Source: an optimization exercise on an open RTL-to-GDS flow (aim: a short achievable clock period and few clock cycles). Production flows keep margins and buffers that such runs may drop. Function was checked by simulation only, so behaviour that the tests miss may differ from the original. Power figures rest on the tool's default switching activity, not on a simulated workload.

--- design/flow/run.sh ---
#!/bin/bash
# synth_recipe.tcl (not shown) runs the flow's synth.tcl, then flattens the netlist and writes it again
# the make line also repeats each setting of config.mk as NAME=value (left out here)
make -C /OpenROAD-flow-scripts/flow DESIGN_CONFIG=/design/flow/config.mk WORK_HOME=/design/flow/orfs CLKGATE_MAP_FILE= SYNTH_SCRIPT=/design/flow/synth_recipe.tcl finish
--- design/flow/config.mk ---
export PLATFORM = sky130hd
export DESIGN_NAME = srt_div_top
export DESIGN_NICKNAME = srt_div_top
export VERILOG_FILES = /design/flow/design.v
export SDC_FILE = /design/flow/constraint.sdc
export NUM_CORES = 4
export LEC_CHECK = 0
export ABC_CLOCK_PERIOD_IN_PS = 3000
export CAP_MARGIN = 20
export CORE_MARGIN = 2
export CORE_UTILIZATION = 45
export PLACE_DENSITY = 0.6
export SETUP_SLACK_MARGIN = 5
export SLEW_MARGIN = 20
--- design/flow/constraint.sdc ---
create_clock -name core_clock -period 10.0 [get_ports {clk}]
set_input_delay 2.0000 -clock core_clock [delete_from_list [all_inputs] [get_ports {clk}]]
set_output_delay 2.0000 -clock core_clock [all_outputs]
set_load 0.01 [all_outputs]
--- design/flow/design.v ---
`default_nettype none
package srt_pkg;
	parameter int APB_DATA_W = 32;	 
	parameter int EST_W = 5;	 
	typedef enum logic [2:0] {
		QD_ZERO = 3'b000,
		QD_POS1 = 3'b001,
		QD_POS2 = 3'b010,
		QD_NEG2 = 3'b110,
		QD_NEG1 = 3'b111
	} qdigit_e;
	typedef enum logic [7:0] {
		ADDR_DIVIDEND = 8'h00,
		ADDR_DIVISOR = 8'h04,	 
		ADDR_STATUS = 8'h08,
		ADDR_RESULT = 8'h0C	 
	} reg_addr_e;
endpackage
`default_nettype wire
`timescale 1ns/10ps
`default_nettype none
module srt_stage #(
	parameter int J = 1
) (
	input logic [15:0] in_rem,
	input logic [1:0] in_bits,	 
	input logic [15:0] in_div,
	input logic [17:0] in_div3,	 
	output logic [15:0] out_rem,
	output logic [1:0] out_q
);
	localparam int W = 2 * J;
	logic [W-1:0] r;
	logic [17:0] m1, m2, m3;
	logic ge1, ge2, ge3;
	logic [W-1:0] t1, t2, t3;
	if (J == 1) begin : g_first
		assign r = in_bits;
	end else begin : g_rest
		assign r = {in_rem[W-3:0], in_bits};
	end
	assign m1 = {2'b0, in_div};
	assign m2 = {1'b0, in_div, 1'b0};
	assign m3 = in_div3;
	if (W < 18) begin : g_hz
		assign ge1 = (m1[17:W] == '0) && (r >= m1[W-1:0]);
		assign ge2 = (m2[17:W] == '0) && (r >= m2[W-1:0]);
		assign ge3 = (m3[17:W] == '0) && (r >= m3[W-1:0]);
	end else begin : g_full
		assign ge1 = (r >= m1[W-1:0]);
		assign ge2 = (r >= m2[W-1:0]);
		assign ge3 = (r >= m3[W-1:0]);
	end
	assign t1 = r - m1[W-1:0];
	assign t2 = r - m2[W-1:0];
	assign t3 = r - m3[W-1:0];
	always_comb begin
		out_rem = '0;
		if (ge3) begin
			out_rem[W-1:0] = t3;
			out_q = 2'd3;
		end else if (ge2) begin
			out_rem[W-1:0] = t2;
			out_q = 2'd2;
		end else if (ge1) begin
			out_rem[W-1:0] = t1;
			out_q = 2'd1;
		end else begin
			out_rem[W-1:0] = r;
			out_q = 2'd0;
		end
	end
endmodule
`default_nettype wire
`timescale 1ns/10ps
`default_nettype none
import srt_pkg::*;
module srt_apb_regs #(
	parameter int FIFO_DEPTH = 4
) (
	input logic clk,
	input logic arst_n,
	input logic psel,
	input logic penable,
	input logic pwrite,
	input logic [7:0] paddr,
	input logic [srt_pkg::APB_DATA_W-1:0] pwdata,
	output logic [srt_pkg::APB_DATA_W-1:0] prdata,
	output logic pready,
	output logic pslverr,
	output logic launch,
	output logic [15:0] dividend,
	input logic res_valid,
	input logic [32:0] res
);
	localparam int CNT_W = $clog2(FIFO_DEPTH + 1);
	localparam int PTR_W = $clog2(FIFO_DEPTH);
	logic setup;
	logic a_dvd_wr;		 
	logic a_dvs_wr;		 
	logic a_res_rd;		 
	logic access;
	logic full;		 
	logic pop;
	logic [CNT_W-1:0] outst;
	logic [CNT_W-1:0] count;
	logic [CNT_W-1:0] count_nx;
	logic [PTR_W-1:0] wr_ptr;
	logic [PTR_W-1:0] rd_ptr;
	logic [32:0] mem [FIFO_DEPTH];
	logic [32:0] head_nx;
	logic empty_nx;
	logic [31:0] prdata_nx;
	logic pslverr_nx;
	assign setup = psel & ~penable;
	assign access = psel & penable;
	always_ff @(posedge clk or negedge arst_n) begin
		if (!arst_n) begin
			a_dvd_wr <= 1'b0;
			a_dvs_wr <= 1'b0;
			a_res_rd <= 1'b0;
		end else begin
			a_dvd_wr <= setup & pwrite & (paddr == ADDR_DIVIDEND);
			a_dvs_wr <= setup & pwrite & (paddr == ADDR_DIVISOR);
			a_res_rd <= setup & ~pwrite & (paddr == ADDR_RESULT);
		end
	end
	assign launch = a_dvs_wr & access & ~full;
	assign pop = a_res_rd & access & (count != '0);
	assign pready = 1'b1;
	assign count_nx = count + CNT_W'(res_valid) - CNT_W'(pop);
	always_ff @(posedge clk) begin
		if (a_dvd_wr & access)
			dividend <= pwdata[15:0];
		if (res_valid)
			mem[wr_ptr] <= res;
	end
	always_ff @(posedge clk or negedge arst_n) begin
		if (!arst_n) begin
			outst <= '0;
			full <= 1'b0;
			count <= '0;
			wr_ptr <= '0;
			rd_ptr <= '0;
		end else begin
			outst <= outst + CNT_W'(launch) - CNT_W'(pop);
			full <= (outst + CNT_W'(launch) - CNT_W'(pop)) == CNT_W'(FIFO_DEPTH);
			count <= count_nx;
			if (res_valid)
				wr_ptr <= (wr_ptr == PTR_W'(FIFO_DEPTH - 1)) ? '0 : wr_ptr + 1'b1;
			if (pop)
				rd_ptr <= (rd_ptr == PTR_W'(FIFO_DEPTH - 1)) ? '0 : rd_ptr + 1'b1;
		end
	end
	assign head_nx = (count == '0) ? res : mem[rd_ptr];
	assign empty_nx = (count == '0) & ~res_valid;
	always_comb begin
		prdata_nx = '0;
		case (paddr)
			ADDR_DIVIDEND: prdata_nx = {16'b0, dividend};
			ADDR_STATUS: prdata_nx = {24'b0, 4'(count_nx), 2'b0, head_nx[32] & ~empty_nx, ~empty_nx};
			ADDR_RESULT: if (!empty_nx) prdata_nx = head_nx[31:0];
			default: prdata_nx = '0;
		endcase
		if (pwrite)
			prdata_nx = '0;
	end
	assign pslverr_nx = pwrite ? ((paddr == ADDR_DIVISOR) & full)
	                           : ((paddr == ADDR_RESULT) & empty_nx);
	always_ff @(posedge clk or negedge arst_n) begin
		if (!arst_n) begin
			prdata <= '0;
			pslverr <= 1'b0;
		end else begin
			prdata <= prdata_nx;
			pslverr <= pslverr_nx;
		end
	end
endmodule
`default_nettype wire
`timescale 1ns/10ps
`default_nettype none
import srt_pkg::*;
module srt_div_top #(
	parameter int DATA_WIDTH = 16,
	parameter int FIFO_DEPTH = 4,
	parameter logic [6:0] REG_AFTER = 7'b0101100
) (
	input logic clk,
	input logic arst_n,
	input logic psel,
	input logic penable,
	input logic pwrite,
	input logic [7:0] paddr,
	input logic [srt_pkg::APB_DATA_W-1:0] pwdata,
	output logic [srt_pkg::APB_DATA_W-1:0] prdata,
	output logic pready,
	output logic pslverr
);
	localparam int NSTEP = 8;
	function automatic int count_regs(input logic [6:0] m);
		count_regs = 0;
		for (int i = 0; i < 7; i++)
			count_regs += int'(m[i]);
	endfunction
	localparam int NREG = count_regs(REG_AFTER);
	logic launch;
	logic [15:0] dividend;
	logic res_valid;
	logic [32:0] res;		 
	srt_apb_regs #(.FIFO_DEPTH(FIFO_DEPTH)) u_apb_regs (
		.clk(clk), .arst_n(arst_n),
		.psel(psel), .penable(penable), .pwrite(pwrite), .paddr(paddr),
		.pwdata(pwdata), .prdata(prdata), .pready(pready), .pslverr(pslverr),
		.launch(launch), .dividend(dividend),
		.res_valid(res_valid), .res(res)
	);
	logic [15:0] p1_d;
	logic [15:0] p1_a;
	always_ff @(posedge clk) begin
		p1_d <= pwdata[15:0];
		p1_a <= dividend;
	end
	logic [17:0] p1_d3;
	assign p1_d3 = {2'b0, p1_d} + {1'b0, p1_d, 1'b0};
	for (genvar j = 1; j <= NSTEP; j++) begin : g_step
		logic [15:0] i_rem, i_q, i_a, i_d;
		logic [17:0] i_d3;
		logic i_dbz;
		logic [15:0] o_rem, o_q, o_a, o_d;
		logic [17:0] o_d3;
		logic o_dbz;
		logic [1:0] qd;
		if (j == 1) begin : g_src
			assign i_rem = '0;
			assign i_q = '0;
			assign i_a = p1_a;
			assign i_d = p1_d;
			assign i_d3 = p1_d3;
			assign i_dbz = (p1_d == '0);
		end else if (REG_AFTER[j-2]) begin : g_reg
			always_ff @(posedge clk) begin
				i_rem <= g_step[j-1].o_rem;
				i_q <= g_step[j-1].o_q;
				i_a <= g_step[j-1].o_a;
				i_d <= g_step[j-1].o_d;
				i_d3 <= g_step[j-1].o_d3;
				i_dbz <= g_step[j-1].o_dbz;
			end
		end else begin : g_wire
			assign i_rem = g_step[j-1].o_rem;
			assign i_q = g_step[j-1].o_q;
			assign i_a = g_step[j-1].o_a;
			assign i_d = g_step[j-1].o_d;
			assign i_d3 = g_step[j-1].o_d3;
			assign i_dbz = g_step[j-1].o_dbz;
		end
		srt_stage #(.J(j)) u_stage (
			.in_rem(i_rem), .in_bits(i_a[15:14]),
			.in_div(i_d), .in_div3(i_d3),
			.out_rem(o_rem), .out_q(qd)
		);
		assign o_q = {i_q[13:0], qd};
		assign o_a = {i_a[13:0], 2'b00};
		assign o_d = i_d;
		assign o_d3 = i_d3;
		assign o_dbz = i_dbz;
	end
	logic [NREG:1] v;
	always_ff @(posedge clk or negedge arst_n) begin
		if (!arst_n)
			v <= '0;
		else
			v <= {v[NREG-1:1], launch};
	end
	assign res_valid = v[NREG];
	assign res = {g_step[NSTEP].o_dbz, g_step[NSTEP].o_rem, g_step[NSTEP].o_q};
endmodule
`default_nettype wire
==> run notes <==
-- registers in the layout, indices dropped and copies added, names as in the netlist, 2 cells and up --
register,count
u_apb_regs.mem,132
g_step.i_d3,54
g_step.i_d,45
u_apb_regs.prdata,32
g_step.i_q,26
g_step.i_rem,26
g_step.i_a,22
p1_a,16
p1_d,16
u_apb_regs.dividend,16
g_step.i_dbz,3
u_apb_regs.count,3
u_apb_regs.outst,3
v,3
u_apb_regs.rd_ptr,2
u_apb_regs.wr_ptr,2
-- kinds of logic (layout without fill, tap and decap cells) --
kind of cell,after synthesis,after routing,share of synthesized area [%]
other,1,1,0.01587
buffers and inverters,235,602,3.801
DFF,406,406,41.72
and+or+nand+nor,537,537,11.20
adders and majority gates,267,267,14.96
muxes,80,80,5.193
xor gates and xnor gates,145,145,5.373
AOI/OAI and AO/OA,630,631,17.74
-- cell usage after synthesis (21+ instances only) --
library cell | instances | area share [%]
nand4_1 | 30 | 0.79
dfrtp_1 | 50 | 5.3
fa_1 | 26 | 2.2
nor2b_1 | 38 | 1.0
mux2i_1 | 36 | 1.5
dfxtp_1 | 208 | 18
a21o_1 | 76 | 2.4
nor3_1 | 37 | 0.78
nand3_1 | 29 | 0.61
mux4_2 | 33 | 3.1
xnor2_1 | 89 | 3.3
xor2_1 | 56 | 2.1
nand2_1 | 148 | 2.4
nor2_1 | 139 | 2.2
edfxtp_1 | 148 | 19
clkbuf_1 | 40 | 0.64
a211oi_1 | 25 | 0.79
ha_1 | 241 | 13
nand2b_1 | 27 | 0.71
inv_1 | 186 | 3.0
a22o_1 | 22 | 0.82
a21oi_1 | 182 | 3.9
o21a_1 | 35 | 1.1
o21bai_1 | 21 | 0.67
o21ai_0 | 103 | 2.2
-- final cells by class --
cell class / count / area, µm² / area share [%]
multi-input combinational: 1661 / 15110 / 48.56
timing repair buffer: 337 / 3097 / 9.950
sequential: 406 / 9906 / 31.83
clock inverter: 17 / 190.2 / 0.6111
clock buffer: 62 / 1227 / 3.944
inverter: 186 / 739.5 / 2.376
tap: 680 / 850.8 / 2.734
-- worst paths after layout --
| kind | startpoint | to | slack, ps | cells after the start |
|---|---|---|---|---|
| min in group asynchronous | arst_n | u_apb_regs.prdata[29]$_DFF_PN0_ | 1550 | 2 |
| min | g_step[5].i_a[11]$_DFF_P_ | g_step[7].i_a[15]$_DFF_P_ | 320 | 0 |
| max reg2reg | p1_d[1]$_DFF_P_ | g_step[4].i_rem[4]$_DFF_P_ | 3390 | 30 |
| min reg2reg | g_step[5].i_a[11]$_DFF_P_ | g_step[7].i_a[15]$_DFF_P_ | 320 | 0 |
| max | p1_d[1]$_DFF_P_ | g_step[4].i_rem[4]$_DFF_P_ | 3390 | 30 |
| max in group asynchronous | arst_n | u_apb_regs.rd_ptr[0]$_DFFE_PN0P_ | 7960 | 2 |
-- timing repair --
| action | 4_1_cts | 5_1_grt |
|---|---|---|
| resized for setup | 359 | 160 |
| buffers inserted | 183 | 68 |
| cloned | 6 | 0 |
| pin swaps | 130 | 125 |
| endpoints found under the setup margin | 114 | 112 |
-- routing by layer --
metal / up-vias / share of wire [%] / GRT usage, %
met3: 139 / 4.2 / 3.162
met1: 9438 / 44 / 34.00
met4: 0 / 3.3 / 8.579
met5: - / 0 / 0
met2: 483 / 48 / 42.74
li1: 9113 / - / -
-- per-stage QoR --
| step | power (W) | hold slack [ps] | instances | worst slack, ps |
|---|---|---|---|---|
| final | 0.004981 | 324.8 | 3349 | 3387 |
| after floorplan | 0.002690 | 309.6 | 2301 | 3567 |
| after global routing | 0.005205 | 328.7 | 3349 | 3193 |
| after global placement | 0.002963 | 311.3 | 3013 | 2517 |
| after detailed placement | 0.002984 | 312.1 | 3013 | 2541 |
| after CTS | 0.004866 | 325.8 | 3281 | 3514 |
-- where the power goes --
group          internal [W]  switching [W]
Clock              0.000897       0.000669
Sequential          0.00182      0.0000492
Combinational      0.000703       0.000848
-- worst reg2reg max path: cells and delay by family, from the launching register on --
family	cells	cell delay, ps
AND/OR/NAND/NOR	7	1970
multiplexers	1	360
adder cells (fa/ha/maj)	4	1020
buffers and inverters	4	500
AO/OA/AOI/OAI	13	2160
XOR/XNOR	1	100
flip-flops	1	410
-- cell usage in the layout, fill, tap and decap left out, drive strengths merged, types with 11 or more instances in the layout --
cell             n
a211oi          25
a21boi          14
a21o            76
a21oi          182
a22o            22
a31oi           18
buf            277
clkbuf          62
clkdlybuf4s50   60
clkinvlp        11
dfrtp           50
dfxtp          208
edfxtp         148
fa              26
ha             241
inv            183
mux2            11
mux2i           36
mux4            33
nand2          148
nand2b          27
nand3           30
nand4           30
nor2           140
nor2b           38
nor3            38
nor4            12
o211ai          18
o21a            35
o21ai          109
o21bai          21
o31ai           19
or3             16
xnor2           89
xor2            56
==> run notes <==
* Run status: complete, no violations
* Most used cell, CP: ha_4
* RSZ-0062 raised after global routing: yes
* Static leakage at 12.80 nW
* Largest net degree at the start of global routing at just over 50
* Mapped cell area at ~0.024 mm²
* Final instance area at approximately 0.031 mm²
* Top_reg_cell synth: dfxtp_1
* CTS tree: built
* Vias in the first global route at 19055
* Num CTS Buffers at 43
* Clock transition at path regs at approximately 60 ps
* Synthesis Warnings at 10
* Post-synthesis net count at between 2000 and 3000
* CP peak stage delay at 530 ps
* DRT Wirelength at 70840 µm
* Worst-margin pin slew at roughly 970 ps
* Register bit total from synthesis at around 410
* Worst Path Buf+Inv at 4
* Core area at between 0.05 and 0.06 mm²
* Worst slew margin relative to its limit at 35.51%
* Cts-stage hold buffer count at 0
* Total gr overflow at 0
* Row cnt at just over 80
* Die width at 233.2 µm
* # fillers at 4131
* Sequential fraction of the synthesis area at a little over two fifths
* Initial antenna violation count at 1
* # H-tree levels at 2
* Post-synth EDFFs at 148
* Worst path arrival time at approximately 7100 ps
* Post-DP Area at 0.02532 mm²
* Nets@finish at around 2900
* WS Path Type: flop to flop
* Max-slew violations at 0
* Die Y at between 200 and 250 µm
* Max FO, Critical Path at 6
* Clock Latency Late Sink at approximately 570 ps
* Crit path required time at 10460 ps
* IO Count at 79
* Antenna-violating nets left at 0
* Setup TNS Final at 0 ps
* Share of layout cells above drive strength 1 at roughly 28%
* Setup-failing EPs final at 0
* Starting density of the core at 45.79%
* Total track usage at 25.46%
* Synth-to-Final Area Change at 31.68%
* Worst setup EP type: flop
* Number of antenna diodes at 0
* DRC Markers at 0
* Fmax at 0.1512 GHz
* WL per Instance at ~21 µm
* Clock sinks at slightly above 400
* Unique masters post-synth at 87
* Slowest-stage cell, CP: or4b_1
* Final period util at 66.13%
* Final Hold Viols at 0
* Clock period minus worst slack at approximately 6600 ps
* Detailed Routing Iterations Pass 1 at 5
* # Max-Cap Violations at 0
* Delay-heaviest family, CP: compound AO/OA/AOI/OAI gates
* Async SR Flop Fraction at around an eighth
* Clock root cell: clkbuf_16
* Crit path launch type: flop
* Iteration-0 DRC Markers at 1301
* Avg Cell Area, Syn at about 10 µm²
* Via count at 19173
* I/O Buffers at 61
* Worst VDD drop at roughly 0.16 mV
* Global-route wire length before repair at approximately 110000 µm
* GP Congestion at about 0.9
* Syn Inst Count at about 2300
* Via density at roughly 5.7
* Die area at 0.05437 mm²
* Layout Skew at 19.69 ps
* Pwr per Cell Area at between 150 and 200 mW/mm²
* Clock buffer depth at 3
* Final Core Density at 60.30%
* Min-Delay Path Class: flop to flop
* Detail Placement HPWL at between 40000 and 50000 µm
Testbench counts, summed over its fixed seeds: cycles 19,200.

==> static timing again, ports no longer ideal <==
How much do the figures lean on ideal ports? The routed layout below was timed once more, with nothing changed but the port constraints. Step 1 sets driving cells, clkbuf_16 on the clock port and buf_2 on the other inputs (assumed; they add their load-dependent delay and slew). Step 2 times the ports against the registers' clock, not the clock port: input delays grow and output delays shrink by t, the midpoint of the rising clock arrivals with the driver on. Slacks: ideal / step 1 / step 2; pairs: ideal / step 1.
t, ns: 0.619
setup WS [ns]: 3.387 / 3.387 / 3.387
worst setup path at the end: register to register
clock arrival spread, ns: 0.023 / 0.023
pins driven straight from the clock port: 1
After both steps this run still meets setup and hold. For this run, drivers alone change the setup slack by 0.000 ns; drivers and shift together by 0.000 ns.
